What follows belongs to an exercise in optimizing a design on an open flow for a short achievable clock period and few clock cycles; a production flow would make more cautious choices. The RTL was checked by simulation tests, not by an equivalence proof against the original design. No activity file was given, so power comes from the tool's default toggle rates.

===== flow/config.mk =====
export PLATFORM = sky130hd
export DESIGN_NAME = cpu_core
export DESIGN_NICKNAME = cpu_core
export VERILOG_FILES = /design/flow/design.v
export SDC_FILE = /design/flow/constraint.sdc
export NUM_CORES = 4
export LEC_CHECK = 0
export ABC_CLOCK_PERIOD_IN_PS = 1500
export CAP_MARGIN = 20
export CORE_MARGIN = 2
export CORE_UTILIZATION = 35
export PLACE_DENSITY = 0.45
export SETUP_SLACK_MARGIN = 2.9
export SLEW_MARGIN = 20

===== flow/constraint.sdc =====
create_clock -name core_clock -period 6.0 [get_ports {clk}]
set_input_delay 1.2000 -clock core_clock [delete_from_list [all_inputs] [get_ports {clk}]]
set_output_delay 1.2000 -clock core_clock [all_outputs]
set_load 0.01 [all_outputs]

===== flow/design.v =====
package cpu_pkg;
    localparam logic [6:0] OPC_OP     = 7'b0110011;
    localparam logic [6:0] OPC_OP_IMM = 7'b0010011;
    localparam logic [6:0] OPC_LUI    = 7'b0110111;
    localparam logic [6:0] OPC_LOAD   = 7'b0000011;
    localparam logic [6:0] OPC_STORE  = 7'b0100011;
    localparam logic [6:0] OPC_BRANCH = 7'b1100011;
    localparam logic [6:0] OPC_JAL    = 7'b1101111;
    localparam logic [2:0] ALU_ADD    = 3'd0;
    localparam logic [2:0] ALU_SUB    = 3'd1;
    localparam logic [2:0] ALU_AND    = 3'd2;
    localparam logic [2:0] ALU_OR     = 3'd3;
    localparam logic [2:0] ALU_XOR    = 3'd4;
    localparam logic [2:0] ALU_SLT    = 3'd5;
    localparam logic [2:0] ALU_PASS_B = 3'd6;
    localparam logic WB_ALU = 1'b0;
    localparam logic WB_MEM = 1'b1;
    localparam logic [1:0] FWD_REG = 2'd0;
    localparam logic [1:0] FWD_MEM = 2'd1;
    localparam logic [1:0] FWD_WB  = 2'd2;
endpackage
module reg_file (
    input  logic                   clk,
    input  logic                   rst_n,
    input  logic [5-1:0] rs1,
    input  logic [5-1:0] rs2,
    output logic [32-1:0]   rs1_val,
    output logic [32-1:0]   rs2_val,
    input  logic                   wb_reg_we,
    input  logic [5-1:0] wb_rd,
    input  logic [32-1:0]   wb_data
);
    logic [32-1:0] regs [32];
    assign regs[0] = '0;
    for (genvar i = 1; i < 32; i++) begin : g_reg
        always_ff @(posedge clk) begin
            if (!rst_n) begin
                regs[i] <= '0;
            end else if (wb_reg_we && (wb_rd == i)) begin
                regs[i] <= wb_data;
            end
        end
    end
    assign rs1_val = (wb_reg_we && wb_rd == rs1) ? wb_data : regs[rs1];
    assign rs2_val = (wb_reg_we && wb_rd == rs2) ? wb_data : regs[rs2];
endmodule
module ks_add #(
    parameter int W = 32
) (
    input  logic [W-1:0] a,
    input  logic [W-1:0] b,
    input  logic         cin,
    output logic [W-1:0] s
);
    logic [W-1:0] p;
    logic [W-1:0] g [6];
    logic [W-1:0] q [6];
    assign p = a ^ b;
    always_comb begin
        g[0] = a & b;
        q[0] = p;
        g[0][0] = (a[0] & b[0]) | (p[0] & cin);
        for (int l = 0; l < 5; l++) begin
            for (int i = 0; i < W; i++) begin
                if (i >= (1 << l)) begin
                    g[l+1][i] = g[l][i] | (q[l][i] & g[l][i-(1<<l)]);
                    q[l+1][i] = q[l][i] & q[l][i-(1<<l)];
                end else begin
                    g[l+1][i] = g[l][i];
                    q[l+1][i] = q[l][i];
                end
            end
        end
    end
    assign s = p ^ {g[5][W-2:0], cin};
endmodule
module tgt_add #(
    parameter int W  = 32,
    parameter int LO = 13
) (
    input  logic [W-1:0]  pc,
    input  logic [LO-1:0] imm,
    output logic [W-1:0]  s
);
    logic [LO:0]     lo;
    logic [W-LO-1:0] hi, hi_inc, hi_dec;
    assign lo     = {1'b0, pc[LO-1:0]} + {1'b0, imm};
    assign hi     = pc[W-1:LO];
    assign hi_inc = hi + 1'b1;
    assign hi_dec = hi - 1'b1;
    always_comb begin
        case ({imm[LO-1], lo[LO]})
            2'b01:   s = {hi_inc, lo[LO-1:0]};
            2'b10:   s = {hi_dec, lo[LO-1:0]};
            default: s = {hi,     lo[LO-1:0]};
        endcase
    end
endmodule
module cpu_core (
    input  logic                   clk,
    input  logic                   rst_n,
    output logic [32-1:0]   imem_addr,
    input  logic [32-1:0]   imem_data,
    output logic [32-1:0]   dmem_addr,
    output logic [32-1:0]   dmem_wdata,
    output logic                   dmem_we,
    input  logic [32-1:0]   dmem_rdata,
    output logic                   debug_wb_ena,
    output logic [5-1:0] debug_wb_reg,
    output logic [32-1:0]   debug_wb_value,
    output logic [32-1:0]   debug_wb_pc
);
    localparam int XL = 32;
    localparam int AW = 5;
    logic [XL-1:0] pc_f;
    logic          d_valid;
    logic [31:0]   d_instr;
    logic [XL-1:0] d_pc;
    logic [XL-1:0] d_pc4;
    logic [XL-1:0] d_tgt;
    logic          d_pred;
    logic [XL-1:0] e_a;
    logic [XL-1:0] e_b;
    logic [XL-1:0] e_c;
    logic          e_a_sn, e_b_sn;
    logic          e_op_add, e_op_sub, e_op_and, e_op_or, e_op_xor, e_op_slt;
    logic          e_regwe;
    logic          e_load;
    logic          e_store;
    logic          e_br;
    logic          e_bne;
    logic          e_pred;
    logic          e_sum;
    logic [AW-1:0] e_rd;
    logic [XL-1:0] e_pc;
    logic [XL-1:0] e_alt;
    logic [XL-1:0] m_result;
    logic [XL-1:0] m_sd;
    logic          m_regwe;
    logic          m_load;
    logic          m_store;
    logic [AW-1:0] m_rd;
    logic [XL-1:0] m_pc;
    logic          w_we;
    logic [AW-1:0] w_rd;
    logic [XL-1:0] w_data;
    logic [XL-1:0] w_pc;
    logic          stall;
    logic          redirect;
    logic [XL-1:0] redirect_pc;
    logic          redirect_d;
    logic [XL-1:0] redirect_d_pc;
    logic          redirect_any;
    logic [31:0]   fi;
    logic          f_jal;
    logic          f_br;
    logic          f_pred;
    logic [XL-1:0] f_tgt;
    logic [XL-1:0] f_pc4;
    assign imem_addr = pc_f;
    assign fi        = imem_data;
    assign f_jal = (fi[6:0] == cpu_pkg::OPC_JAL);
    assign f_br  = (fi[6:0] == cpu_pkg::OPC_BRANCH) && (fi[14:13] == 2'b00);
    assign f_pred = f_jal ||
                    (f_br && (fi[31] || ((fi[19:15] == fi[24:20]) ^ fi[12])));
    logic [XL-1:0] f_tgt_b, f_tgt_j;
    ks_add #(.W(XL)) u_tgt_b (
        .a(pc_f), .b({{19{fi[31]}}, fi[31], fi[7], fi[30:25], fi[11:8], 1'b0}),
        .cin(1'b0), .s(f_tgt_b));
    ks_add #(.W(XL)) u_tgt_j (
        .a(pc_f), .b({{11{fi[31]}}, fi[31], fi[19:12], fi[20], fi[30:21], 1'b0}),
        .cin(1'b0), .s(f_tgt_j));
    assign f_tgt = fi[3] ? f_tgt_j : f_tgt_b;
    assign f_pc4 = pc_f + XL'(4);
    logic sel_rex, sel_rd, sel_hold, sel_tgt, sel_pc4;
    assign redirect_any = redirect || redirect_d;
    assign sel_rex  = redirect;
    assign sel_rd   = !redirect && redirect_d;
    assign sel_hold = !redirect_any && stall;
    assign sel_tgt  = !redirect_any && !stall && f_pred;
    assign sel_pc4  = !redirect_any && !stall && !f_pred;
    always_ff @(posedge clk) begin
        if (!rst_n) begin
            pc_f <= 32'h0000_0000;
        end else begin
            pc_f <= ({XL{sel_rex}}  & redirect_pc) |
                    ({XL{sel_rd}}   & redirect_d_pc) |
                    ({XL{sel_hold}} & pc_f) |
                    ({XL{sel_tgt}}  & f_tgt) |
                    ({XL{sel_pc4}}  & f_pc4);
        end
    end
    always_ff @(posedge clk) begin
        if (!rst_n || redirect_any) begin
            d_valid <= 1'b0;
            d_pred  <= 1'b0;
        end else if (!stall) begin
            d_valid <= 1'b1;
            d_pred  <= f_pred;
        end
    end
    always_ff @(posedge clk) begin
        if (!stall) begin
            d_instr <= fi;
            d_pc    <= pc_f;
            d_pc4   <= f_pc4;
            d_tgt   <= f_tgt;
        end
    end
    logic [6:0]    opc;
    logic [2:0]    f3;
    logic [AW-1:0] rs1, rs2, rd;
    logic [XL-1:0] rs1_val, rs2_val;
    logic          is_op, is_addi, is_lui, is_load, is_store, is_br, is_jal;
    logic          c_regwe;
    logic          use1, use2;
    logic [XL-1:0] imm_i, imm_s, imm_u;
    logic [XL-1:0] bval;
    logic          bimm;
    logic          op_add, op_sub, op_and, op_or, op_xor, op_slt;
    assign opc = d_instr[6:0];
    assign f3  = d_instr[14:12];
    assign rs1 = d_instr[19:15];
    assign rs2 = d_instr[24:20];
    assign rd  = d_instr[11:7];
    reg_file reg_file_inst (
        .clk       (clk),
        .rst_n     (rst_n),
        .rs1       (rs1),
        .rs2       (rs2),
        .rs1_val   (rs1_val),
        .rs2_val   (rs2_val),
        .wb_reg_we (w_we),
        .wb_rd     (w_rd),
        .wb_data   (w_data)
    );
    always_comb begin
        is_op    = (opc == cpu_pkg::OPC_OP) &&
                   (f3 == 3'b000 || f3 == 3'b111 || f3 == 3'b110 ||
                    f3 == 3'b100 || f3 == 3'b010);
        is_addi  = (opc == cpu_pkg::OPC_OP_IMM) && (f3 == 3'b000);
        is_lui   = (opc == cpu_pkg::OPC_LUI);
        is_load  = (opc == cpu_pkg::OPC_LOAD)  && (f3 == 3'b010);
        is_store = (opc == cpu_pkg::OPC_STORE) && (f3 == 3'b010);
        is_br    = (opc == cpu_pkg::OPC_BRANCH) && (f3[2:1] == 2'b00);
        is_jal   = (opc == cpu_pkg::OPC_JAL);
        c_regwe  = (is_op || is_addi || is_lui || is_load || is_jal) && (rd != '0);
        use1     = is_op || is_addi || is_load || is_store || is_br;
        use2     = is_op || is_store || is_br;
        op_sub   = is_op && (f3 == 3'b000) && d_instr[30];
        op_and   = is_op && (f3 == 3'b111);
        op_or    = is_op && (f3 == 3'b110);
        op_xor   = is_op && (f3 == 3'b100);
        op_slt   = is_op && (f3 == 3'b010);
        op_add   = !(op_sub || op_and || op_or || op_xor || op_slt);
        imm_i    = {{20{d_instr[31]}}, d_instr[31:20]};
        imm_s    = {{20{d_instr[31]}}, d_instr[31:25], d_instr[11:7]};
        imm_u    = {d_instr[31:12], 12'b0};
        bimm     = !is_op;
        if (is_jal)        bval = d_pc4;
        else if (is_lui)   bval = imm_u;
        else if (is_store) bval = imm_s;
        else if (is_addi || is_load) bval = imm_i;
        else               bval = '0;
    end
    assign stall = d_valid && e_load && e_regwe &&
                   ((use1 && (rs1 == e_rd)) || (use2 && (rs2 == e_rd)));
    logic go;
    assign go = d_valid && !stall && !redirect;
    logic          fwd1_e, fwd1_m, fwd2_e, fwd2_m;
    logic [XL-1:0] res;
    logic [XL-1:0] m_value;
    logic [XL-1:0] a_src, b_src;
    assign fwd1_e = use1 && e_regwe && (e_rd == rs1);
    assign fwd1_m = use1 && !fwd1_e && m_regwe && (m_rd == rs1);
    assign fwd2_e = use2 && e_regwe && (e_rd == rs2);
    assign fwd2_m = use2 && !fwd2_e && m_regwe && (m_rd == rs2);
    assign m_value = m_load ? dmem_rdata : m_result;
    logic          e_zero;
    logic          d_fuse;
    logic          d_taken;
    logic          d_mis;
    assign e_zero  = ((e_a ^ e_b) == {(e_a[XL-2:0] | e_b[XL-2:0]), 1'b0});
    assign d_fuse  = is_br && e_sum &&
                     (((rs2 == '0) && (e_rd == rs1)) || ((rs1 == '0) && (e_rd == rs2)));
    assign d_taken = e_zero ^ f3[0];
    assign d_mis   = d_fuse && (d_taken != d_pred);
    assign redirect_d    = d_valid && !redirect && d_mis;
    assign redirect_d_pc = d_pred ? d_pc4 : d_tgt;
    assign a_src   = use1 ? rs1_val : '0;
    assign b_src   = bimm ? bval : rs2_val;
    always_ff @(posedge clk) begin
        if (!rst_n || !go) begin
            e_regwe <= 1'b0;
            e_load  <= 1'b0;
            e_store <= 1'b0;
            e_br    <= 1'b0;
            e_sum   <= 1'b0;
        end else begin
            e_regwe <= c_regwe;
            e_load  <= is_load;
            e_store <= is_store;
            e_br    <= is_br;
            e_sum   <= c_regwe && op_add && !is_load;
        end
    end
    always_ff @(posedge clk) begin
        e_a      <= fwd1_e ? res : (fwd1_m ? m_value : a_src);
        e_b      <= (fwd2_e && !bimm) ? res : ((fwd2_m && !bimm) ? m_value : b_src);
        e_c      <= fwd2_e ? res : (fwd2_m ? m_value : rs2_val);
        e_a_sn   <= !(fwd1_e ? res[XL-1] : (fwd1_m ? m_value[XL-1] : a_src[XL-1]));
        e_b_sn   <= !((fwd2_e && !bimm) ? res[XL-1] : ((fwd2_m && !bimm) ? m_value[XL-1] : b_src[XL-1]));
        e_op_add <= op_add;
        e_op_sub <= op_sub;
        e_op_and <= op_and;
        e_op_or  <= op_or;
        e_op_xor <= op_xor;
        e_op_slt <= op_slt;
        e_bne    <= f3[0];
        e_pred   <= d_pred ^ d_mis;
        e_rd     <= rd;
        e_pc     <= d_pc;
        e_alt    <= (d_pred ^ d_mis) ? d_pc4 : d_tgt;
    end
    logic [XL-1:0] xa, xb, xc;
    logic [XL-1:0] sum, diff;
    logic          slt;
    logic          eq;
    assign xa = e_a;
    assign xb = e_b;
    assign xc = e_c;
    assign sum  = xa + xb;
    assign diff = xa - xb;
    assign slt  = (e_a_sn ^ e_b_sn) ? !e_a_sn : diff[XL-1];
    assign res = ({XL{e_op_add}} & sum) |
                 ({XL{e_op_sub}} & diff) |
                 ({XL{e_op_and}} & (xa & xb)) |
                 ({XL{e_op_or}}  & (xa | xb)) |
                 ({XL{e_op_xor}} & (xa ^ xb)) |
                 {{(XL-1){1'b0}}, e_op_slt & slt};
    assign eq          = (xa == xc);
    assign redirect    = e_br && ((eq ^ e_bne) != e_pred);
    assign redirect_pc = e_alt;
    always_ff @(posedge clk) begin
        if (!rst_n) begin
            m_regwe <= 1'b0;
            m_load  <= 1'b0;
            m_store <= 1'b0;
        end else begin
            m_regwe <= e_regwe;
            m_load  <= e_load;
            m_store <= e_store;
        end
    end
    always_ff @(posedge clk) begin
        m_result <= res;
        m_sd     <= xc;
        m_rd     <= e_rd;
        m_pc     <= e_pc;
    end
    assign dmem_addr  = m_result;
    assign dmem_wdata = m_sd;
    assign dmem_we    = m_store;
    always_ff @(posedge clk) begin
        if (!rst_n) begin
            w_we <= 1'b0;
        end else begin
            w_we <= m_regwe;
        end
    end
    always_ff @(posedge clk) begin
        w_rd   <= m_rd;
        w_pc   <= m_pc;
        w_data <= m_value;
    end
    assign debug_wb_ena   = w_we;
    assign debug_wb_reg   = w_rd;
    assign debug_wb_value = w_data;
    assign debug_wb_pc    = w_pc;
endmodule

===== flow/run.sh =====
#!/bin/bash
# synth_recipe.tcl (not shown) runs the flow's synth.tcl, then flattens the netlist and writes it again
# the make line also repeats each setting of config.mk as NAME=value (left out here)
make -C /OpenROAD-flow-scripts/flow DESIGN_CONFIG=/design/flow/config.mk WORK_HOME=/design/flow/orfs CLKGATE_MAP_FILE= SYNTH_SCRIPT=/design/flow/synth_recipe.tcl finish

==> out/results.ini, run 1 <==
[power]
irDropWorstVdd_mv = 0.324
power_density_mw_per_mm2 = 237
power_leakage_nw = 34.0

[route]
drcViolationCount = 0
viasPerCell = 6.60
routed_wl_mm = 490
num_vias = 82300
final_antenna_net_count = 0
first_pass_iters = 11
wl_per_cell_um = 39.3
drtIter0Drc = 14900

[logic_synthesis]
synth_flop_cell = dfxtp_1
yosys-mux-area-fraction = 0.0184
yosysWarningCount = 6
synth_simple_gate_area_frac = 0.197
synthesis.area_mm2 = 0.0722
synth-seq-cells = 1505
synth_edf_count = 125
synth_top_family_by_area = compound AO/OA/AOI/OAI gates
ys_types = 100
synth_compound_area_frac = 0.250
avgSynthCellArea_um2 = 7.89
synth_xor_area_frac = 0.0215
async_flop_share = 0
seq_area_frac_synth = 0.435
syn-num-nets = 9359
synth_fa_ha_area_frac = 0.0252
syn_inst = 9150

[sta]
maxSlewHeadroom = 0.123
setup_viol = 0
rsz0062_at_grt = true
setup-tns-final_ps = 0
max_freq_ghz = 0.287
finalCritPeriodShare = 0.581
worst_pin_slew_ps = 1320
slew_violations = 0
finalCriticalPeriod_ps = 3490
final-hold-violation-count = 0
skew_ps = 54.5

[setup_path]
cp_max_fo = 11
crit_family = compound AO/OA/AOI/OAI gates
slowest_stage = a21oi_1
cp_data_arrival_time_ps = 4270
cpPeakStageDelay_ps = 520
critPathBufInv = 3
crit_type = flop to flop
crit_chain = buf_4 -> nand2b_4 -> nor2_4 -> buf_4 -> buf_4 -> a22oi_1 -> nand2_1 -> nor3_1 -> a21oi_1 -> a211oi_1 -> o2bb2ai_1
required_ps = 6780
worst-path-stages = 11
start_kind = flop
path_common_cell = buf_4
reg2regPathDepth = 11
critPathCaptureType = flop

[floorplan]
core_area_mm2 = 0.205
die_h_um = 458
start_util = 0.353
pin_count = 233
num_rows = 166
die_w_um = 458
dieArea_mm2 = 0.210

[clock_network]
root_buffer = clkbuf_16
clk_pin_slew_ps = 60
insertion_delay_ps = 890
numCtsBuffers = 174
cts.sinks = 1505
cts_tree = built
htree_levels = 4
clockBufferDepth = 3

[global_routing]
grt_pass1_wl_mm = 646
grt_pass1_vias = 74700
antenna_found_initial = 45
grt-ovfl-total = 0
grt_usage = 0.443
grt_max_degree = 117

[layout]
layout_common_cells = nand2_1 (2423), dfxtp_1 (1283), a21oi_1 (1165), a22oi_1 (874), buf_4 (551)
drive_gt1_frac = 0.209
syn2layout_area_growth_pct = 32.1
final_cell_area_mm2 = 0.0954
largest_reg_flops = 992
layout.cells.non_filler = 12500
top_register = reg_file_inst.regs
layout_commonest_cell = nand2_1
final_nets = 9826

[place]
place_congestion = 0.982
placed_cells = 11600
io_buffers = 232
dpl.hpwl_mm = 292
placed_area_mm2 = 0.0785

[run_status]
status = timing/DRC/antenna clean

[job]
maxCapViolCount = 0

[worst_hold_path]
worstHoldPathType = flop to flop
hold_depth = 0

[report_power, final]
part	switching [mW]	internal, mW
combinational	0.807	0.426
sequential	0.0809	10.2
clock	4.76	6.34
total	5.65	16.9
[cells in the mapped netlist (all sizes together), types with 56 or more instances]
cell	instances	area share
a211oi	73	0.0078
a21oi	1246	0.087
a222oi	63	0.0087
a22oi	896	0.093
a31oi	63	0.0060
buf	106	0.0074
clkbuf	703	0.037
dfxtp	1380	0.38
edfxtp	125	0.052
ha	139	0.024
inv	170	0.0088
mux2	56	0.0087
mux2i	70	0.0097
nand2	2475	0.13
nand3	140	0.0098
nand4	86	0.0075
nor2	304	0.016
nor3	142	0.010
nor4	62	0.0055
o21ai	154	0.011
xnor2	128	0.016
[per-layer routing]
layer	global-route usage	vias up	routed length [µm]
li1	-	33300	-
met1	0.570	40000	188000
met2	0.609	6910	193000
met3	0.165	1989	67300
met4	0.307	36	41400
met5	0.00253	-	416
[cells by family (layout without fill, tap and decap cells)]
family          count (synthesis)  count (layout)
other cells                     0              31
compound gates               2811            2811
fa+ha+maj                     143             143
flops                        1505            1505
buf+inv                       979            1581
mux                           126             126
xor+xnor                      176             176
simple gates                 3410            3415
[through the flow]
step / util / hold WS, ps / power, mW / worst slack [ps]
2_1_floorplan: - / 310 / 10.9 / 2570
3_3_place_gp: 0.382 / 310 / 11.4 / 586
3_5_place_dp: 0.383 / 312 / 11.4 / 544
4_1_cts: 0.446 / 324 / 22.5 / 2620
5_1_grt: 0.465 / 328 / 23.0 / 2480
6_report: 0.466 / 322 / 22.6 / 2510
[area by class of cell]
class	count	area, µm²
Fill cell	19800	109000
Multi-Input combinational cell	6671	42000
Sequential cell	1505	31600
Timing Repair Buffer	1094	11800
Clock buffer	248	5040
Tap cell	2688	3360
Clock inverter	68	767
Inverter	170	677
Antenna cell	31	77.6
Timing Repair inverter	1	8.76
[worst paths after layout]
path / from / endpoint / slack, ps
max: d_instr[15] / e_a[25] / 2510
max reg2reg: d_instr[15] / e_a[25] / 2510
min reg2reg: m_pc[23] / w_pc[23] / 320
min: m_pc[23] / w_pc[23] / 320
[timing repair]
action / in CTS / in global routing
hold buffers: 0 / 0
setup endpoints to repair: 612 / 333
cloned: 24 / 12
buffers inserted: 350 / 177
resized for setup: 828 / 500
pin swaps: 210 / 268
Testbench counts, summed over its fixed seeds: cycles 99,145.
==> inputs of run 2 (changes only) <==
--- a/flow/design.v
+++ b/flow/design.v
@@ -22,13 +22,17 @@
 module reg_file (
-    input  logic                   clk,
-    input  logic                   rst_n,
-    input  logic [5-1:0] rs1,
-    input  logic [5-1:0] rs2,
-    output logic [32-1:0]   rs1_val,
-    output logic [32-1:0]   rs2_val,
-    input  logic                   wb_reg_we,
-    input  logic [5-1:0] wb_rd,
-    input  logic [32-1:0]   wb_data
+    input  logic                       clk,
+    input  logic                       rst_n,
+    input  logic [5-1:0]     rs1,
+    input  logic [5-1:0]     rs2,
+    input  logic [32-1:0]  rs1_oh,
+    input  logic [32-1:0]  rs2_oh,
+    output logic [32-1:0]       rs1_val,
+    output logic [32-1:0]       rs2_val,
+    input  logic                       wb_reg_we,
+    input  logic [5-1:0]     wb_rd,
+    input  logic [32-1:0]  wb_oh,      
+    input  logic [32-1:0]       wb_data
 );
     logic [32-1:0] regs [32];
+    logic [32-1:0] rd1, rd2;
     assign regs[0] = '0;
@@ -38,3 +42,3 @@
                 regs[i] <= '0;
-            end else if (wb_reg_we && (wb_rd == i)) begin
+            end else if (wb_oh[i]) begin
                 regs[i] <= wb_data;
@@ -43,4 +47,12 @@
     end
-    assign rs1_val = (wb_reg_we && wb_rd == rs1) ? wb_data : regs[rs1];
-    assign rs2_val = (wb_reg_we && wb_rd == rs2) ? wb_data : regs[rs2];
+    always_comb begin
+        rd1 = '0;
+        rd2 = '0;
+        for (int i = 1; i < 32; i++) begin
+            rd1 = rd1 | ({32{rs1_oh[i]}} & regs[i]);
+            rd2 = rd2 | ({32{rs2_oh[i]}} & regs[i]);
+        end
+    end
+    assign rs1_val = (wb_reg_we && wb_rd == rs1) ? wb_data : rd1;
+    assign rs2_val = (wb_reg_we && wb_rd == rs2) ? wb_data : rd2;
 endmodule
@@ -76,23 +88,19 @@
 endmodule
-module tgt_add #(
-    parameter int W  = 32,
-    parameter int LO = 13
+module pf_inc #(
+    parameter int W = 30
 ) (
-    input  logic [W-1:0]  pc,
-    input  logic [LO-1:0] imm,
-    output logic [W-1:0]  s
+    input  logic [W-1:0] a,
+    output logic [W-1:0] s
 );
-    logic [LO:0]     lo;
-    logic [W-LO-1:0] hi, hi_inc, hi_dec;
-    assign lo     = {1'b0, pc[LO-1:0]} + {1'b0, imm};
-    assign hi     = pc[W-1:LO];
-    assign hi_inc = hi + 1'b1;
-    assign hi_dec = hi - 1'b1;
+    logic [W-1:0] t [6];
     always_comb begin
-        case ({imm[LO-1], lo[LO]})
-            2'b01:   s = {hi_inc, lo[LO-1:0]};
-            2'b10:   s = {hi_dec, lo[LO-1:0]};
-            default: s = {hi,     lo[LO-1:0]};
-        endcase
+        t[0] = a;
+        for (int l = 0; l < 5; l++) begin
+            for (int i = 0; i < W; i++) begin
+                if (i >= (1 << l)) t[l+1][i] = t[l][i] & t[l][i-(1<<l)];
+                else               t[l+1][i] = t[l][i];
+            end
+        end
     end
+    assign s = a ^ {t[5][W-2:0], 1'b1};
 endmodule
@@ -121,2 +129,4 @@
     logic          d_pred;
+    logic [32-1:0] d_rs1_oh;    
+    logic [32-1:0] d_rs2_oh;
     logic [XL-1:0] e_a;
@@ -144,2 +154,3 @@
     logic          w_we;
+    logic [32-1:0] w_oh;    
     logic [AW-1:0] w_rd;
@@ -173,10 +184,8 @@
     assign f_tgt = fi[3] ? f_tgt_j : f_tgt_b;
-    assign f_pc4 = pc_f + XL'(4);
-    logic sel_rex, sel_rd, sel_hold, sel_tgt, sel_pc4;
+    pf_inc #(.W(XL-2)) u_pc4 (.a(pc_f[XL-1:2]), .s(f_pc4[XL-1:2]));
+    assign f_pc4[1:0] = pc_f[1:0];
+    logic [XL-1:0] pc_base, pc_nrd;
     assign redirect_any = redirect || redirect_d;
-    assign sel_rex  = redirect;
-    assign sel_rd   = !redirect && redirect_d;
-    assign sel_hold = !redirect_any && stall;
-    assign sel_tgt  = !redirect_any && !stall && f_pred;
-    assign sel_pc4  = !redirect_any && !stall && !f_pred;
+    assign pc_base = stall ? pc_f : (f_pred ? f_tgt : f_pc4);
+    assign pc_nrd  = redirect ? redirect_pc : pc_base;
     always_ff @(posedge clk) begin
@@ -185,7 +194,3 @@
         end else begin
-            pc_f <= ({XL{sel_rex}}  & redirect_pc) |
-                    ({XL{sel_rd}}   & redirect_d_pc) |
-                    ({XL{sel_hold}} & pc_f) |
-                    ({XL{sel_tgt}}  & f_tgt) |
-                    ({XL{sel_pc4}}  & f_pc4);
+            pc_f <= redirect_d ? redirect_d_pc : pc_nrd;
         end
@@ -207,2 +212,6 @@
             d_tgt   <= f_tgt;
+            for (int i = 0; i < 32; i++) begin
+                d_rs1_oh[i] <= (fi[19:15] == i);
+                d_rs2_oh[i] <= (fi[24:20] == i);
+            end
         end
@@ -230,2 +239,4 @@
         .rs2       (rs2),
+        .rs1_oh    (d_rs1_oh),
+        .rs2_oh    (d_rs2_oh),
         .rs1_val   (rs1_val),
@@ -234,2 +245,3 @@
         .wb_rd     (w_rd),
+        .wb_oh     (w_oh),
         .wb_data   (w_data)
@@ -265,4 +277,24 @@
     end
-    assign stall = d_valid && e_load && e_regwe &&
-                   ((use1 && (rs1 == e_rd)) || (use2 && (rs2 == e_rd)));
+    logic [2:0] ff3;
+    logic       f_is_op, f_use1, f_use2;
+    logic       stall_r;
+    assign ff3     = fi[14:12];
+    assign f_is_op = (fi[6:0] == cpu_pkg::OPC_OP) &&
+                     (ff3 == 3'b000 || ff3 == 3'b111 || ff3 == 3'b110 ||
+                      ff3 == 3'b100 || ff3 == 3'b010);
+    assign f_use1  = f_is_op || f_br ||
+                     ((fi[6:0] == cpu_pkg::OPC_OP_IMM) && (ff3 == 3'b000)) ||
+                     ((fi[6:0] == cpu_pkg::OPC_LOAD)   && (ff3 == 3'b010)) ||
+                     ((fi[6:0] == cpu_pkg::OPC_STORE)  && (ff3 == 3'b010));
+    assign f_use2  = f_is_op || f_br ||
+                     ((fi[6:0] == cpu_pkg::OPC_STORE)  && (ff3 == 3'b010));
+    always_ff @(posedge clk) begin
+        if (!rst_n || stall) begin
+            stall_r <= 1'b0;
+        end else begin
+            stall_r <= d_valid && c_regwe && is_load &&
+                       ((f_use1 && (fi[19:15] == rd)) || (f_use2 && (fi[24:20] == rd)));
+        end
+    end
+    assign stall = d_valid && stall_r;
     logic go;
@@ -322,3 +354,3 @@
         e_pc     <= d_pc;
-        e_alt    <= (d_pred ^ d_mis) ? d_pc4 : d_tgt;
+        e_alt    <= d_pred ? d_pc4 : d_tgt;
     end
@@ -366,4 +398,8 @@
             w_we <= 1'b0;
+            w_oh <= '0;
         end else begin
             w_we <= m_regwe;
+            for (int i = 0; i < 32; i++) begin
+                w_oh[i] <= m_regwe && (m_rd == i);
+            end
         end
--- a/flow/config.mk
+++ b/flow/config.mk
@@ -7,3 +7,3 @@
 export LEC_CHECK = 0
-export ABC_CLOCK_PERIOD_IN_PS = 1500
+export ABC_AREA = 1
 export CAP_MARGIN = 20
@@ -12,3 +12,3 @@
 export PLACE_DENSITY = 0.45
-export SETUP_SLACK_MARGIN = 2.9
+export SETUP_SLACK_MARGIN = 3.5
 export SLEW_MARGIN = 20
==> out/results.ini, run 2 <==
[run_status]
status = timing/DRC/antenna clean  ; unchanged

[global_routing]
grt_usage = 0.437  ; was 0.443
grt_pass1_wl_mm = 702  ; was 646 mm
grt_pass1_vias = 83400  ; was 74.7k
antenna_found_initial = 63  ; was 45
grt_max_degree = 198  ; was 117
grt-ovfl-total = 0  ; unchanged

[route]
first_pass_iters = 7  ; was 11
viasPerCell = 6.17  ; was 6.60
num_vias = 93400  ; was 82.3k
drtIter0Drc = 16500  ; was 14.9k
final_antenna_net_count = 0  ; unchanged
wl_per_cell_um = 35.0  ; was 39.3 µm
drcViolationCount = 0  ; unchanged
routed_wl_mm = 530  ; was 490 mm

[floorplan]
die_h_um = 480  ; was 458 µm
core_area_mm2 = 0.225  ; was 0.205 mm²
start_util = 0.352  ; was 0.353
num_rows = 174  ; was 166
pin_count = 233  ; unchanged
dieArea_mm2 = 0.230  ; was 0.210 mm²
die_w_um = 480  ; was 458 µm

[sta]
whs_ps = 317  ; was 322 ps
setup-tns-final_ps = 0  ; unchanged
finalCriticalPeriod_ps = 2890  ; was 3490 ps
maxSlewHeadroom = 0.192  ; was 0.123
worst_pin_slew_ps = 1210  ; was 1320 ps
setup_viol = 0  ; unchanged
skew_ps = 44.4  ; was 54.5 ps
max_freq_ghz = 0.347  ; was 0.287 GHz
finalCritPeriodShare = 0.481  ; was 0.581
rsz0062_at_grt = true  ; unchanged
final-hold-violation-count = 0  ; unchanged
slew_violations = 0  ; unchanged

[clock_network]
cts_tree = built  ; unchanged
root_buffer = clkbuf_16  ; unchanged
clk_pin_slew_ps = 60  ; about the same
numCtsBuffers = 183  ; was 174
clockBufferDepth = 3  ; unchanged
cts.sinks = 1599  ; was 1505
insertion_delay_ps = 890  ; about the same
htree_levels = 4  ; unchanged
hold_buffers = 0  ; unchanged

[setup_path]
critPathBufInv = 5  ; was 3
cpPeakStageDelay_ps = 440  ; was 520 ps
crit_chain = inv_4 -> ha_4 -> clkinvlp_4 -> nand2_2 -> nand3_4 -> nor2_1 -> nand2_1 -> nor2_4 -> nand3_2 -> nand2_4 -> nand3_4 -> nor2_4 -> clkbuf_16 -> buf_16 -> nand2_1 -> nand2_1 -> inv_2 -> a21oi_2  ; was buf_4 -> nand2b_4 -> nor2_4 -> buf_4 -> buf_4 -> a22oi_1 -> nand2_1 -> nor3_1 -> a21oi_1 -> a211oi_1 -> o2bb2ai_1
cp_max_fo = 6  ; was 11
crit_type = flop to flop  ; unchanged
required_ps = 6780  ; about the same
worst-path-stages = 18  ; was 11
reg2regPathDepth = 18  ; was 11
cp_data_arrival_time_ps = 3670  ; was 4270 ps
critPathCaptureType = flop  ; unchanged
path_common_cell = nand2_1  ; was buf_4
start_kind = flop  ; unchanged
slowest_stage = dfxtp_4  ; was a21oi_1
crit_family = simple AND/OR/NAND/NOR gates  ; was compound AO/OA/AOI/OAI gates

[layout]
final_nets = 12200  ; was 9826
layout_commonest_cell = nand2_1  ; unchanged
final_util = 0.462  ; was 0.466
largest_reg_flops = 992  ; unchanged
layout.cells.non_filler = 15100  ; was 12.5k
drive_gt1_frac = 0.212  ; was 0.209
syn2layout_area_growth_pct = 31.1  ; was 32.1%
top_register = reg_file_inst.regs  ; unchanged
layout_common_cells = nand2_1 (2707), nor2_1 (2028), dfxtp_1 (1169), o21ai_0 (1111), inv_1 (575)  ; was nand2_1 (2423), dfxtp_1 (1283), a21oi_1 (1165), a22oi_1 (874), buf_4 (551)

[power]
irDropWorstVdd_mv = 0.265  ; was 0.324 mV
power_density_mw_per_mm2 = 233  ; was 237 mW/mm²
power_mw = 24.2  ; was 22.6 mW
power_leakage_nw = 47.9  ; was 34.0 nW

[logic_synthesis]
syn_inst = 11500  ; was 9150
syn-num-nets = 11700  ; was 9359
synth_flop_cell = dfxtp_1  ; unchanged
synthTopCellsByArea = dfxtp_1 (36%), nand2_1 (14%), nor2_1 (10%)  ; was dfxtp_1 (38%), nand2_1 (13%), a22oi_1 (9.3%)
yosysWarningCount = 8  ; was 6
synth-seq-cells = 1599  ; was 1505
yosysMostFrequentCell = nand2_1  ; unchanged
synth_top_area_frac = 0.357  ; was 0.383
ys_top_cells_by_count = nand2_1 (2921), nor2_1 (2156), dfxtp_1 (1412)  ; was nand2_1 (2475), dfxtp_1 (1380), a21oi_1 (1245)
synthesis.area_mm2 = 0.0793  ; was 0.0722 mm²
synth_edf_count = 187  ; was 125
seq_area_frac_synth = 0.427  ; was 0.435
yosys.area.top_type = dfxtp_1  ; unchanged
ys_types = 61  ; was 100
async_flop_share = 0  ; unchanged
avgSynthCellArea_um2 = 6.91  ; was 7.89 µm²

[place]
io_buffers = 232  ; unchanged
placed_cells = 14200  ; was 11.6k
place_congestion = 1.00  ; was 0.982
dpl.hpwl_mm = 321  ; was 292 mm

[worst_hold_path]
worstHoldPathType = flop to flop  ; unchanged
hold_depth = 0  ; unchanged

[job]
maxCapViolCount = 0  ; unchanged

run 2: cell count changes after synthesis, sizes merged, moves of 84 or more:
cell / change
a21oi: -805
nor2: +1858
a22oi: -894
inv: +553
nand4: +224
nand2: +450
nand3: +229
o21ai: +1049
xnor2: -84
a22o: +124
a221oi: +203
run 2: metal layers:
metal / global-route usage / routed length (µm)
met2: 0.594 / 205000
met4: 0.281 / 40700
met5: 0 / 320
met1: 0.586 / 206000
met3: 0.146 / 77000
run 2: cell type report:
class,count,area [µm²]
clock buffer,276,5520
tap,2992,3740
inverter,726,2940
antenna,23,57.6
fill,22600,121000
sequential,1599,34400
multi-input combinational,8390,44900
timing repair inverter,6,65.1
timing repair buffer,1065,11600
clock inverter,59,694
run 2: timing repair:
item	4_1_cts	5_1_grt
pin swaps	151	264
setup endpoints to repair	421	350
hold endpoints to repair	0	0
setup buffers	347	163
resized for setup	2026	745
gates cloned	31	13
run 2: report_power, final:
part / internal [mW] / switching [mW]
clock network: 6.85 / 5.05
registers: 10.9 / 0.0690
logic: 0.401 / 0.927
run 2: worst reg2reg max path, cell delays in order (launching register included):
cell and delay [ps]:
dfxtp_4 440, inv_4 70, ha_4 280, clkinvlp_4 120, nand2_2 100, nand3_4 90
nor2_1 130, nand2_1 110, nor2_4 160, nand3_2 110, nand2_4 140, nand3_4 170
nor2_4 220, clkbuf_16 200, buf_16 150, nand2_1 60, nand2_1 70, inv_2 40
a21oi_2 120
run 2: kinds of logic after synthesis:
family / synth area share
buffers and inverters: 0.0721
AOI/OAI and AO/OA: 0.162
xor gates and xnor gates: 0.00895
adders and majority gates: 0.0230
muxes: 0.00343
DFF: 0.427
and+or+nand+nor: 0.303
run 2: final timing paths:
| kind | from | to | slack (ps) |
|---|---|---|---|
| setup / recovery | e_b[24] | pc_f[25] | 3110 |
| hold / removal | e_pc[9] | m_pc[9] | 320 |
| hold reg to reg | e_pc[9] | m_pc[9] | 320 |
| setup reg to reg | e_b[24] | pc_f[25] | 3110 |
run 2: through the flow:
stage          setup slack (ps)  cell area [µm²]
2_1_floorplan              3190            80100
3_3_place_gp               1470            85500
3_5_place_dp               1590            85600
4_1_cts                    3240            99600
5_1_grt                    3090           104000
6_report                   3110           104000
Testbench counts of run 2, summed over its fixed seeds: cycles 99,145.
==> inputs of run 3 (changes only) <==
--- a/flow/config.mk
+++ b/flow/config.mk
@@ -10,4 +10,4 @@
 export CORE_MARGIN = 2
-export CORE_UTILIZATION = 35
-export PLACE_DENSITY = 0.45
+export CORE_UTILIZATION = 40
+export PLACE_DENSITY = 0.5
 export SETUP_SLACK_MARGIN = 3.5
==> out/results.ini, run 3 <==
[run_status]
status = timing/DRC/antenna clean  ; unchanged

[sta]
setup-tns-final_ps = 0  ; unchanged
setup_viol = 0  ; unchanged
final-hold-violation-count = 0  ; unchanged
rsz0062_at_grt = true  ; unchanged
finalCriticalPeriod_ps = 2940  ; was 2890 ps
skew_ps = 36.5  ; was 44.4 ps
slew_violations = 0  ; unchanged
max_freq_ghz = 0.340  ; was 0.347 GHz
finalCritPeriodShare = 0.490  ; was 0.481
maxSlewHeadroom = 0.116  ; was 0.192
worst_pin_slew_ps = 1310  ; was 1210 ps

[logic_synthesis]
async_flop_share = 0  ; unchanged
ys_types = 61  ; unchanged
synth_edf_count = 187  ; unchanged
yosysWarningCount = 8  ; unchanged
yosys.area.top_type = dfxtp_1  ; unchanged
synth-seq-cells = 1599  ; unchanged
synthesis.area_mm2 = 0.0793  ; unchanged
yosysMostFrequentCell = nand2_1  ; unchanged
seq_area_frac_synth = 0.427  ; unchanged
avgSynthCellArea_um2 = 6.91  ; unchanged
ys_top_cells_by_count = nand2_1 (2921), nor2_1 (2156), dfxtp_1 (1412)  ; unchanged
synthTopCellsByArea = dfxtp_1 (36%), nand2_1 (14%), nor2_1 (10%)  ; unchanged
synth_top_area_frac = 0.357  ; unchanged
syn-num-nets = 11700  ; unchanged
synth_flop_cell = dfxtp_1  ; unchanged
syn_inst = 11500  ; unchanged

[route]
routed_wl_mm = 512  ; was 530 mm
final_antenna_net_count = 0  ; unchanged
viasPerCell = 6.39  ; was 6.17
drcViolationCount = 0  ; unchanged
num_vias = 94400  ; was 93.4k
wl_per_cell_um = 34.7  ; was 35.0 µm
drtIter0Drc = 18600  ; was 16.5k
first_pass_iters = 9  ; was 7

[setup_path]
crit_type = flop to flop  ; unchanged
reg2reg_to = e_b[13]  ; was pc_f[25]
reg2regPathDepth = 9  ; was 18
required_ps = 6730  ; was 6780 ps
critPathCaptureType = flop  ; unchanged
start_kind = flop  ; unchanged
timing.rr.start = d_rs2_oh[29]  ; was e_b[24]
cp_data_arrival_time_ps = 3670  ; about the same
cp_max_fo = 11  ; was 6
r2r_slack_ps = 3060  ; was 3110 ps

[place]
placed_area_mm2 = 0.0851  ; was 0.0856 mm²
placed_cells = 13900  ; was 14.2k
dpl.hpwl_mm = 300  ; was 321 mm
io_buffers = 232  ; unchanged
place_congestion = 1.04  ; was 1.00

[floorplan]
core_area_mm2 = 0.197  ; was 0.225 mm²
pin_count = 233  ; unchanged
start_util = 0.402  ; was 0.352
die_w_um = 449  ; was 480 µm
num_rows = 163  ; was 174
die_h_um = 449  ; was 480 µm
dieArea_mm2 = 0.202  ; was 0.230 mm²

[layout]
top_register = reg_file_inst.regs  ; unchanged
final_nets = 12100  ; was 12.2k
largest_reg_flops = 992  ; unchanged
syn2layout_area_growth_pct = 30.5  ; was 31.1%
drive_gt1_frac = 0.213  ; was 0.212
fillers = 19200  ; was 22.6k
layout.cells.non_filler = 14800  ; was 15.1k
layout_common_cells = nand2_1 (2697), nor2_1 (2027), dfxtp_1 (1171), o21ai_0 (1095), inv_1 (588)  ; was nand2_1 (2707), nor2_1 (2028), dfxtp_1 (1169), o21ai_0 (1111), inv_1 (575)
seq_area_mm2 = 0.0344  ; about the same
multi_input_area_mm2 = 0.0452  ; was 0.0449 mm²
final_cell_area_mm2 = 0.103  ; was 0.104 mm²
layout_commonest_cell = nand2_1  ; unchanged

[worst_hold_path]
whs_endpoint = m_pc[10]  ; was m_pc[9]
hold_depth = 0  ; unchanged
hold_path.startpoint = e_pc[10]  ; was e_pc[9]
worstHoldPathType = flop to flop  ; unchanged

[clock_network]
root_buffer = clkbuf_16  ; unchanged
clockBufferDepth = 3  ; unchanged
numCtsBuffers = 183  ; unchanged
insertion_delay_ps = 890  ; about the same
clk_pin_slew_ps = 60  ; about the same
hold_buffers = 0  ; unchanged
htree_levels = 4  ; unchanged
cts.sinks = 1599  ; unchanged
cts_tree = built  ; unchanged

[global_routing]
grt_pass1_vias = 83800  ; was 83.4k
grt-ovfl-total = 0  ; unchanged
grt_usage = 0.479  ; was 0.437
grt_max_degree = 209  ; was 198
grt_pass1_wl_mm = 681  ; was 702 mm
antenna_found_initial = 50  ; was 63

[power]
power_density_mw_per_mm2 = 235  ; was 233 mW/mm²
irDropWorstVdd_mv = 0.330  ; was 0.265 mV
power_mw = 24.4  ; was 24.2 mW
power_leakage_nw = 47.7  ; was 47.9 nW

[job]
maxCapViolCount = 0  ; unchanged

==> run 3: cell counts after synthesis <==
No cell type changed its count.
==> run 3: how the worst max path moves through the flow <==
stage / from / to / slack [ps] / depth (start not counted)
final: d_rs2_oh[29] / e_b[13] / 3060 / 9
after global placement: imem_data[19] / pc_f[2] / 1660 / 17
after detailed placement: imem_data[19] / pc_f[1] / 1690 / 14
after floorplan: imem_data[8] / pc_f[17] / 3190 / 17
after CTS: w_data[28] / debug_wb_value[28] / 3290 / 2
after global routing: e_b[30] / pc_f[8] / 3080 / 20
==> run 3: kinds of logic (layout without fill, tap and decap cells) <==
kind of cell	Yosys count	in the layout	share of synthesized area
multiplexers	25	25	0.00343
XOR/XNOR	81	81	0.00895
flip-flops	1599	1599	0.427
AND/OR/NAND/NOR	5945	5951	0.303
AO/OA/AOI/OAI	2189	2189	0.162
buffers and inverters	1485	2096	0.0721
other	0	45	0
adder cells (fa/ha/maj)	143	143	0.0230
==> run 3: worst max-delay path, stage by stage (launching register included) <==
cell and delay, ps:
edfxtp_1 540, buf_4 360, nand2_1 130, nand4_1 90, nor4_2 290, nand4_1 420
o211ai_4 330, o211ai_1 240, nand2_2 260, nand2_1 110
==> run 3: final cells by class <==
class | instances | area share
diodes | 45 | 0.00109
clock buffers | 269 | 0.0535
clock inverters | 66 | 0.00806
inverters | 726 | 0.0279
multi-input cells | 8389 | 0.436
flip-flops and latches | 1599 | 0.332
well taps | 2640 | 0.0319
repair buffers | 1031 | 0.108
repair inverters | 4 | 0.000532
==> run 3: report_power, final <==
part / internal, mW / switching (mW) / total, mW
Sequential: 10.9 / 0.0734 / 10.9
Clock: 7.08 / 5.06 / 12.1
Combinational: 0.386 / 0.907 / 1.29
==> run 3: repair_timing <==
action                      CTS  global route
setup buffers               311           182
cloned                       28            13
pin swaps                   144           284
setup endpoints to repair   425           430
resized for setup          1907           892
==> run 3: metal layers <==
layer  GRT usage  vias to the layer above  share of wire
li1            -                    38800              -
met1       0.611                    44600           0.37
met2       0.650                     8538           0.39
met3       0.177                     2377           0.15
met4       0.364                       20          0.094
met5     0.00450                        -        0.00068
==> run 3: through the flow <==
stage | utilization | hold WS, ps | setup slack, ps
finish | 0.525 | 313 | 3060
global route | 0.524 | 324 | 3080
CTS | 0.498 | 316 | 3290
detailed placement | 0.432 | 312 | 1690
global placement | 0.431 | 309 | 1660
floorplan | - | 310 | 3190
==> inputs of run 4 (changes only) <==
--- a/flow/design.v
+++ b/flow/design.v
@@ -32,3 +32,2 @@
     input  logic [5-1:0]     wb_rd,
-    input  logic [32-1:0]  wb_oh,      
     input  logic [32-1:0]       wb_data
@@ -42,3 +41,3 @@
                 regs[i] <= '0;
-            end else if (wb_oh[i]) begin
+            end else if (wb_reg_we && (wb_rd == i)) begin
                 regs[i] <= wb_data;
@@ -88,20 +87,2 @@
 endmodule
-module pf_inc #(
-    parameter int W = 30
-) (
-    input  logic [W-1:0] a,
-    output logic [W-1:0] s
-);
-    logic [W-1:0] t [6];
-    always_comb begin
-        t[0] = a;
-        for (int l = 0; l < 5; l++) begin
-            for (int i = 0; i < W; i++) begin
-                if (i >= (1 << l)) t[l+1][i] = t[l][i] & t[l][i-(1<<l)];
-                else               t[l+1][i] = t[l][i];
-            end
-        end
-    end
-    assign s = a ^ {t[5][W-2:0], 1'b1};
-endmodule
 module cpu_core (
@@ -122,2 +103,3 @@
     localparam int AW = 5;
+    localparam int HL = XL / 2;
     logic [XL-1:0] pc_f;
@@ -134,3 +116,3 @@
     logic [XL-1:0] e_c;
-    logic          e_a_sn, e_b_sn;
+    logic          e_hfa, e_hfb, e_hfc;
     logic          e_op_add, e_op_sub, e_op_and, e_op_or, e_op_xor, e_op_slt;
@@ -146,2 +128,21 @@
     logic [XL-1:0] e_alt;
+    logic [HL-1:0] x_a_hi;
+    logic [HL-1:0] x_b_hi;
+    logic [HL-1:0] x_c_hi;
+    logic          x_a_sn, x_b_sn;
+    logic [HL-1:0] x_lo;
+    logic [HL-1:0] x_c_lo;
+    logic          x_cy_add;
+    logic          x_cy_sub;
+    logic          x_eq_lo;
+    logic          x_op_add, x_op_sub, x_op_and, x_op_or, x_op_xor, x_op_slt;
+    logic          x_regwe;
+    logic          x_load;
+    logic          x_store;
+    logic          x_br;
+    logic          x_bne;
+    logic          x_pred;
+    logic [AW-1:0] x_rd;
+    logic [XL-1:0] x_pc;
+    logic [XL-1:0] x_alt;
     logic [XL-1:0] m_result;
@@ -154,3 +155,2 @@
     logic          w_we;
-    logic [32-1:0] w_oh;    
     logic [AW-1:0] w_rd;
@@ -159,2 +159,3 @@
     logic          stall;
+    logic          stall_r;     
     logic          redirect;
@@ -164,2 +165,6 @@
     logic          redirect_any;
+    logic [HL-1:0] r_lo;       
+    logic [HL-1:0] r_hi;       
+    logic [HL-1:0] r_lo2;      
+    logic [XL-1:0] m_value;    
     logic [31:0]   fi;
@@ -184,4 +189,3 @@
     assign f_tgt = fi[3] ? f_tgt_j : f_tgt_b;
-    pf_inc #(.W(XL-2)) u_pc4 (.a(pc_f[XL-1:2]), .s(f_pc4[XL-1:2]));
-    assign f_pc4[1:0] = pc_f[1:0];
+    assign f_pc4 = pc_f + XL'(4);
     logic [XL-1:0] pc_base, pc_nrd;
@@ -245,3 +249,2 @@
         .wb_rd     (w_rd),
-        .wb_oh     (w_oh),
         .wb_data   (w_data)
@@ -277,5 +280,13 @@
     end
+    logic hit1_e, hit1_x, hit1_m, hit2_e, hit2_x, hit2_m;
+    assign hit1_e = use1 && e_regwe && (e_rd == rs1);
+    assign hit1_x = use1 && !hit1_e && x_regwe && (x_rd == rs1);
+    assign hit1_m = use1 && !hit1_e && !hit1_x && m_regwe && (m_rd == rs1);
+    assign hit2_e = use2 && e_regwe && (e_rd == rs2);
+    assign hit2_x = use2 && !hit2_e && x_regwe && (x_rd == rs2);
+    assign hit2_m = use2 && !hit2_e && !hit2_x && m_regwe && (m_rd == rs2);
     logic [2:0] ff3;
     logic       f_is_op, f_use1, f_use2;
-    logic       stall_r;
+    logic       j_we, j_late;
+    logic       stall_next;
     assign ff3     = fi[14:12];
@@ -290,8 +301,21 @@
                      ((fi[6:0] == cpu_pkg::OPC_STORE)  && (ff3 == 3'b010));
+    assign j_we   = d_valid && c_regwe;
+    assign j_late = j_we && (is_load || op_slt);
+    always_comb begin
+        if (stall) begin
+            stall_next = e_regwe && e_load &&
+                         ((use1 && (rs1 == e_rd)) || (use2 && (rs2 == e_rd)));
+        end else begin
+            stall_next = (j_late && ((f_use1 && (fi[19:15] == rd)) ||
+                                     (f_use2 && (fi[24:20] == rd)))) ||
+                         (e_regwe && e_load &&
+                          ((f_use1 && (fi[19:15] == e_rd) && !(j_we && (fi[19:15] == rd))) ||
+                           (f_use2 && (fi[24:20] == e_rd) && !(j_we && (fi[24:20] == rd)))));
+        end
+    end
     always_ff @(posedge clk) begin
-        if (!rst_n || stall) begin
+        if (!rst_n) begin
             stall_r <= 1'b0;
         end else begin
-            stall_r <= d_valid && c_regwe && is_load &&
-                       ((f_use1 && (fi[19:15] == rd)) || (f_use2 && (fi[24:20] == rd)));
+            stall_r <= stall_next;
         end
@@ -301,11 +325,5 @@
     assign go = d_valid && !stall && !redirect;
-    logic          fwd1_e, fwd1_m, fwd2_e, fwd2_m;
-    logic [XL-1:0] res;
-    logic [XL-1:0] m_value;
     logic [XL-1:0] a_src, b_src;
-    assign fwd1_e = use1 && e_regwe && (e_rd == rs1);
-    assign fwd1_m = use1 && !fwd1_e && m_regwe && (m_rd == rs1);
-    assign fwd2_e = use2 && e_regwe && (e_rd == rs2);
-    assign fwd2_m = use2 && !fwd2_e && m_regwe && (m_rd == rs2);
-    assign m_value = m_load ? dmem_rdata : m_result;
+    assign a_src = use1 ? rs1_val : '0;
+    assign b_src = bimm ? bval : rs2_val;
     logic          e_zero;
@@ -321,4 +339,2 @@
     assign redirect_d_pc = d_pred ? d_pc4 : d_tgt;
-    assign a_src   = use1 ? rs1_val : '0;
-    assign b_src   = bimm ? bval : rs2_val;
     always_ff @(posedge clk) begin
@@ -335,3 +351,3 @@
             e_br    <= is_br;
-            e_sum   <= c_regwe && op_add && !is_load;
+            e_sum   <= c_regwe && op_add && !is_load && !hit1_e && !(hit2_e && !bimm);
         end
@@ -339,7 +355,14 @@
     always_ff @(posedge clk) begin
-        e_a      <= fwd1_e ? res : (fwd1_m ? m_value : a_src);
-        e_b      <= (fwd2_e && !bimm) ? res : ((fwd2_m && !bimm) ? m_value : b_src);
-        e_c      <= fwd2_e ? res : (fwd2_m ? m_value : rs2_val);
-        e_a_sn   <= !(fwd1_e ? res[XL-1] : (fwd1_m ? m_value[XL-1] : a_src[XL-1]));
-        e_b_sn   <= !((fwd2_e && !bimm) ? res[XL-1] : ((fwd2_m && !bimm) ? m_value[XL-1] : b_src[XL-1]));
+        e_a[HL-1:0] <= hit1_e ? r_lo : (hit1_x ? r_lo2 : (hit1_m ? m_value[HL-1:0] : a_src[HL-1:0]));
+        e_a[XL-1:HL] <= hit1_x ? r_hi : (hit1_m ? m_value[XL-1:HL] : a_src[XL-1:HL]);
+        e_b[HL-1:0] <= (hit2_e && !bimm) ? r_lo :
+                       ((hit2_x && !bimm) ? r_lo2 :
+                        ((hit2_m && !bimm) ? m_value[HL-1:0] : b_src[HL-1:0]));
+        e_b[XL-1:HL] <= (hit2_x && !bimm) ? r_hi :
+                        ((hit2_m && !bimm) ? m_value[XL-1:HL] : b_src[XL-1:HL]);
+        e_c[HL-1:0] <= hit2_e ? r_lo : (hit2_x ? r_lo2 : (hit2_m ? m_value[HL-1:0] : rs2_val[HL-1:0]));
+        e_c[XL-1:HL] <= hit2_x ? r_hi : (hit2_m ? m_value[XL-1:HL] : rs2_val[XL-1:HL]);
+        e_hfa    <= hit1_e;
+        e_hfb    <= hit2_e && !bimm;
+        e_hfc    <= hit2_e;
         e_op_add <= op_add;
@@ -356,21 +379,65 @@
     end
-    logic [XL-1:0] xa, xb, xc;
-    logic [XL-1:0] sum, diff;
+    logic [HL:0]   lo_sum, lo_diff;
+    logic [HL-1:0] a_hi, b_hi, c_hi;
+    assign lo_sum  = {1'b0, e_a[HL-1:0]} + {1'b0, e_b[HL-1:0]};
+    assign lo_diff = {1'b0, e_a[HL-1:0]} + {1'b0, ~e_b[HL-1:0]} + {{HL{1'b0}}, 1'b1};
+    assign r_lo = ({HL{e_op_add}} & lo_sum[HL-1:0]) |
+                  ({HL{e_op_sub}} & lo_diff[HL-1:0]) |
+                  ({HL{e_op_and}} & (e_a[HL-1:0] & e_b[HL-1:0])) |
+                  ({HL{e_op_or}}  & (e_a[HL-1:0] | e_b[HL-1:0])) |
+                  ({HL{e_op_xor}} & (e_a[HL-1:0] ^ e_b[HL-1:0]));
+    assign a_hi = e_hfa ? r_hi : e_a[XL-1:HL];
+    assign b_hi = e_hfb ? r_hi : e_b[XL-1:HL];
+    assign c_hi = e_hfc ? r_hi : e_c[XL-1:HL];
+    always_ff @(posedge clk) begin
+        if (!rst_n || redirect) begin
+            x_regwe <= 1'b0;
+            x_load  <= 1'b0;
+            x_store <= 1'b0;
+            x_br    <= 1'b0;
+        end else begin
+            x_regwe <= e_regwe;
+            x_load  <= e_load;
+            x_store <= e_store;
+            x_br    <= e_br;
+        end
+    end
+    always_ff @(posedge clk) begin
+        x_a_hi   <= a_hi;
+        x_b_hi   <= b_hi;
+        x_c_hi   <= c_hi;
+        x_a_sn   <= !a_hi[HL-1];
+        x_b_sn   <= !b_hi[HL-1];
+        x_lo     <= r_lo;
+        x_c_lo   <= e_c[HL-1:0];
+        x_cy_add <= lo_sum[HL];
+        x_cy_sub <= lo_diff[HL];
+        x_eq_lo  <= (e_a[HL-1:0] == e_c[HL-1:0]);
+        x_op_add <= e_op_add;
+        x_op_sub <= e_op_sub;
+        x_op_and <= e_op_and;
+        x_op_or  <= e_op_or;
+        x_op_xor <= e_op_xor;
+        x_op_slt <= e_op_slt;
+        x_bne    <= e_bne;
+        x_pred   <= e_pred;
+        x_rd     <= e_rd;
+        x_pc     <= e_pc;
+        x_alt    <= e_alt;
+    end
+    logic [HL-1:0] hi_sum, hi_diff;
     logic          slt;
     logic          eq;
-    assign xa = e_a;
-    assign xb = e_b;
-    assign xc = e_c;
-    assign sum  = xa + xb;
-    assign diff = xa - xb;
-    assign slt  = (e_a_sn ^ e_b_sn) ? !e_a_sn : diff[XL-1];
-    assign res = ({XL{e_op_add}} & sum) |
-                 ({XL{e_op_sub}} & diff) |
-                 ({XL{e_op_and}} & (xa & xb)) |
-                 ({XL{e_op_or}}  & (xa | xb)) |
-                 ({XL{e_op_xor}} & (xa ^ xb)) |
-                 {{(XL-1){1'b0}}, e_op_slt & slt};
-    assign eq          = (xa == xc);
-    assign redirect    = e_br && ((eq ^ e_bne) != e_pred);
-    assign redirect_pc = e_alt;
+    assign hi_sum  = x_a_hi + x_b_hi + {{(HL-1){1'b0}}, x_cy_add};
+    assign hi_diff = x_a_hi + ~x_b_hi + {{(HL-1){1'b0}}, x_cy_sub};
+    assign r_hi = ({HL{x_op_add}} & hi_sum) |
+                  ({HL{x_op_sub}} & hi_diff) |
+                  ({HL{x_op_and}} & (x_a_hi & x_b_hi)) |
+                  ({HL{x_op_or}}  & (x_a_hi | x_b_hi)) |
+                  ({HL{x_op_xor}} & (x_a_hi ^ x_b_hi));
+    assign slt   = (x_a_sn ^ x_b_sn) ? !x_a_sn : hi_diff[HL-1];
+    assign r_lo2 = x_op_slt ? {{(HL-1){1'b0}}, slt} : x_lo;
+    assign eq          = x_eq_lo && (x_a_hi == x_c_hi);
+    assign redirect    = x_br && ((eq ^ x_bne) != x_pred);
+    assign redirect_pc = x_alt;
     always_ff @(posedge clk) begin
@@ -381,5 +448,5 @@
         end else begin
-            m_regwe <= e_regwe;
-            m_load  <= e_load;
-            m_store <= e_store;
+            m_regwe <= x_regwe;
+            m_load  <= x_load;
+            m_store <= x_store;
         end
@@ -387,6 +454,6 @@
     always_ff @(posedge clk) begin
-        m_result <= res;
-        m_sd     <= xc;
-        m_rd     <= e_rd;
-        m_pc     <= e_pc;
+        m_result <= {r_hi, r_lo2};
+        m_sd     <= {x_c_hi, x_c_lo};
+        m_rd     <= x_rd;
+        m_pc     <= x_pc;
     end
@@ -395,2 +462,3 @@
     assign dmem_we    = m_store;
+    assign m_value = m_load ? dmem_rdata : m_result;
     always_ff @(posedge clk) begin
@@ -398,8 +466,4 @@
             w_we <= 1'b0;
-            w_oh <= '0;
         end else begin
             w_we <= m_regwe;
-            for (int i = 0; i < 32; i++) begin
-                w_oh[i] <= m_regwe && (m_rd == i);
-            end
         end
--- a/flow/config.mk
+++ b/flow/config.mk
@@ -10,5 +10,5 @@
 export CORE_MARGIN = 2
-export CORE_UTILIZATION = 40
-export PLACE_DENSITY = 0.5
-export SETUP_SLACK_MARGIN = 3.5
+export CORE_UTILIZATION = 30
+export PLACE_DENSITY = 0.4
+export SETUP_SLACK_MARGIN = 3.4
 export SLEW_MARGIN = 20
==> out/results.ini, run 4 <==
[place]
place_congestion = 0.962  ; was 1.04
dpl.hpwl_mm = 345  ; was 300 mm
dp_slack_ps = 1620  ; was 1690 ps
io_buffers = 232  ; unchanged
placed_cells = 15300  ; was 13.9k

[sta]
setup-tns-final_ps = 0  ; unchanged
max_freq_ghz = 0.334  ; was 0.340 GHz
worst_pin_slew_ps = 1340  ; was 1310 ps
finalCritPeriodShare = 0.499  ; was 0.490
slew_violations = 0  ; unchanged
fin_ws_ps = 3010  ; was 3060 ps
final-hold-violation-count = 0  ; unchanged
finalCriticalPeriod_ps = 2990  ; was 2940 ps
whs_ps = 294  ; was 313 ps
setup_viol = 0  ; unchanged
skew_ps = 76.0  ; was 36.5 ps
maxSlewHeadroom = 0.106  ; was 0.116
rsz0062_at_grt = true  ; unchanged

[logic_synthesis]
syn-num-nets = 12100  ; was 11.7k
synthTopCellsByArea = dfxtp_1 (37%), nand2_1 (14%), edfxtp_1 (6.7%)  ; was dfxtp_1 (36%), nand2_1 (14%), nor2_1 (10%)
yosysWarningCount = 6  ; was 8
synth_edf_count = 187  ; unchanged
avgSynthCellArea_um2 = 7.08  ; was 6.91 µm²
synth_flop_cell = dfxtp_1  ; unchanged
synth_top_area_frac = 0.369  ; was 0.357
yosysMostFrequentCell = nand2_1  ; unchanged
async_flop_share = 0  ; unchanged
ys_types = 65  ; was 61
syn_inst = 11900  ; was 11.5k
synth-seq-cells = 1735  ; was 1599
seq_area_frac_synth = 0.436  ; was 0.427
ys_top_cells_by_count = nand2_1 (3081), dfxtp_1 (1548), inv_1 (1133)  ; was nand2_1 (2921), nor2_1 (2156), dfxtp_1 (1412)
synthesis.area_mm2 = 0.0840  ; was 0.0793 mm²
yosys.area.top_type = dfxtp_1  ; unchanged

[clock_network]
clk_pin_slew_ps = 60  ; about the same
clockBufferDepth = 4  ; was 3
numCtsBuffers = 208  ; was 183
htree_levels = 4  ; unchanged
root_buffer = clkbuf_16  ; unchanged
insertion_delay_ps = 1000  ; was 890 ps
cts_tree = built  ; unchanged
cts.sinks = 1735  ; was 1599

[setup_path]
crit_type = flop to flop  ; unchanged
critPathCaptureType = flop  ; unchanged
cp_max_fo = 8  ; was 11
crit_chain = buf_6 -> buf_4 -> xor2_1 -> nor3_1 -> and3_4 -> nor2_4 -> nand3_4 -> buf_4 -> buf_6 -> o211ai_1 -> nand2_1 -> nand2_1 -> a21oi_2  ; was buf_4 -> nand2_1 -> nand4_1 -> nor4_2 -> nand4_1 -> o211ai_4 -> o211ai_1 -> nand2_2 -> nand2_1
start_kind = flop  ; unchanged
slowest_stage = edfxtp_1  ; unchanged
required_ps = 6860  ; was 6730 ps
critPathBufInv = 4  ; was 1
crit_family = simple AND/OR/NAND/NOR gates  ; unchanged
cp_data_arrival_time_ps = 3860  ; was 3670 ps
cpPeakStageDelay_ps = 520  ; was 540 ps

[global_routing]
grt_usage = 0.394  ; was 0.479
grt_max_degree = 208  ; was 209
grt-ovfl-total = 0  ; unchanged
grt_pass1_vias = 87900  ; was 83.8k
antenna_found_initial = 72  ; was 50
grt_pass1_wl_mm = 775  ; was 681 mm

[floorplan]
die_h_um = 533  ; was 449 µm
dieArea_mm2 = 0.284  ; was 0.202 mm²
core_area_mm2 = 0.279  ; was 0.197 mm²
die_w_um = 533  ; was 449 µm
start_util = 0.301  ; was 0.402
pin_count = 233  ; unchanged
num_rows = 194  ; was 163

[route]
routed_wl_mm = 588  ; was 512 mm
viasPerCell = 5.91  ; was 6.39
final_antenna_net_count = 0  ; unchanged
first_pass_iters = 13  ; was 9
drtIter0Drc = 16200  ; was 18.6k
num_vias = 96600  ; was 94.4k
wl_per_cell_um = 36.0  ; was 34.7 µm
drcViolationCount = 0  ; unchanged

[worst_hold_path]
worstHoldPathType = flop to flop  ; unchanged

[layout]
drive_gt1_frac = 0.199  ; was 0.213
layout.cells.non_filler = 16300  ; was 14.8k
syn2layout_area_growth_pct = 31.5  ; was 30.5%
top_register = reg_file_inst.regs  ; unchanged
largest_reg_flops = 992  ; unchanged
layout_commonest_cell = nand2_1  ; unchanged
final_nets = 12600  ; was 12.1k
layout_common_cells = nand2_1 (2884), dfxtp_1 (1363), inv_1 (1039), a21oi_1 (984), nor2_1 (947)  ; was nand2_1 (2697), nor2_1 (2027), dfxtp_1 (1171), o21ai_0 (1095), inv_1 (588)

[power]
irDropWorstVdd_mv = 0.230  ; was 0.330 mV
power_density_mw_per_mm2 = 246  ; was 235 mW/mm²
power_leakage_nw = 44.9  ; was 47.7 nW

[run_status]
status = timing/DRC/antenna clean  ; unchanged

[job]
maxCapViolCount = 0  ; unchanged

==> run 4: changes by cell type after synthesis, moves of 38 or more <==
cell	delta
nor2_1	-1104
a21oi_1	+595
inv_1	+465
nand3_1	+394
o21ai_0	-233
nand2_1	+160
dfxtp_1	+136
a22o_1	-103
nand4_1	-103
o22ai_1	+67
inv_2	-38
==> run 4: where the power goes <==
group / total [mW] / leakage [nW] / internal, mW / switching (mW)
Clock: 13.7 / 3.53 / 7.98 / 5.73
Combinational: 1.60 / 26.6 / 0.463 / 1.14
Sequential: 11.9 / 14.8 / 11.8 / 0.0920
Total: 27.2 / 44.9 / 20.2 / 6.96
==> run 4: path summary, 6_finish.rpt <==
kind | slack (ps) | cells after the start | to | from
worst max-delay path | 3010 | 13 | e_c[2] | d_instr[20]
worst min-delay path | 290 | 0 | m_sd[1] | x_c_lo[1]
worst max register to register | 3010 | 13 | e_c[2] | d_instr[20]
worst min register to register | 290 | 0 | m_sd[1] | x_c_lo[1]
==> run 4: timing repair <==
action | 4_1_cts | 5_1_grt
pin swaps | 136 | 198
hold endpoints to repair | 0 | 0
buffers inserted | 363 | 173
hold buffers | 0 | 0
gates cloned | 59 | 8
resized for setup | 1891 | 587
endpoints found under the setup margin | 1327 | 420
==> run 4: cells by family after synthesis <==
| logic type | Yosys count | share of synthesized area |
|---|---|---|
| compound gates | 2577 | 0.175 |
| fa+ha+maj | 161 | 0.0247 |
| mux | 32 | 0.00425 |
| simple gates | 5302 | 0.261 |
| xor+xnor | 97 | 0.0101 |
| buf+inv | 1950 | 0.0895 |
| flops | 1735 | 0.436 |
==> run 4: cell type report <==
type / instances / area, µm²
diodes: 47 / 118
clock buffers: 293 / 6100
clock inverters: 87 / 1060
fillers: 28800 / 168000
inverters: 1165 / 4710
multi-input cells: 8193 / 44800
flip-flops and latches: 1735 / 37100
well taps: 3724 / 4660
repair buffers: 1083 / 11900
repair inverters: 7 / 61.3
==> run 4: metrics by stage <==
step	area, µm²	util	power (mW)
2_1_floorplan	84700	-	12.7
3_3_place_gp	91300	0.327	13.4
3_5_place_dp	91400	0.328	13.4
4_1_cts	107000	0.382	27.1
5_1_grt	110000	0.396	27.7
6_report	110000	0.396	27.2
==> run 4: per-layer routing <==
metal,up-vias,global-route usage,share of wire
met5,-,0,0.00085
met4,58,0.256,0.080
met3,1947,0.133,0.13
met2,7456,0.548,0.40
met1,46700,0.515,0.39
li1,40400,-,-
Testbench counts of run 4, summed over its fixed seeds: cycles 101,652.

separate check: timing with driven ports:
No port has a modelled driver above. Below, the same layouts with a new extraction and two added sets of constraints.
Step 1, drivers: a clkbuf_16 drives clk and a buf_2 each remaining input, both assumed.
Step 2 moves the port delays by t, midway between the first and last clock arrival at a register: inputs arrive t later, outputs are due t later. That takes back most of the time a late clock gives input paths.
Slacks: ideal ports / drivers / drivers and shift; pairs: ideal ports / drivers.
run | t, ns | slack for setup (ns) | worst hold slack (ns) | slew at the worst register clock pin (ns) | worst slew at a driven data input, ns
run 1 | 0.964 | 2.514 / 2.514 / 1.956 | 0.322 / 0.322 / 0.322 | 0.07 / 0.07 | 0.06
run 2 | 0.964 | 3.114 / 3.114 / 2.406 | 0.317 / 0.317 / 0.317 | 0.07 / 0.07 | 0.07
run 3 | 0.956 | 3.061 / 3.061 / 2.327 | 0.313 / 0.313 / 0.313 | 0.07 / 0.07 | 0.08
run 4 | 1.044 | 3.008 / 3.008 / 2.337 | 0.294 / 0.294 / 0.294 | 0.07 / 0.07 | 0.06
After both steps setup and hold are still met in every run listed. For run 3, which loses most, drivers alone change the setup slack by 0.000 ns; drivers and shift together by -0.734 ns.
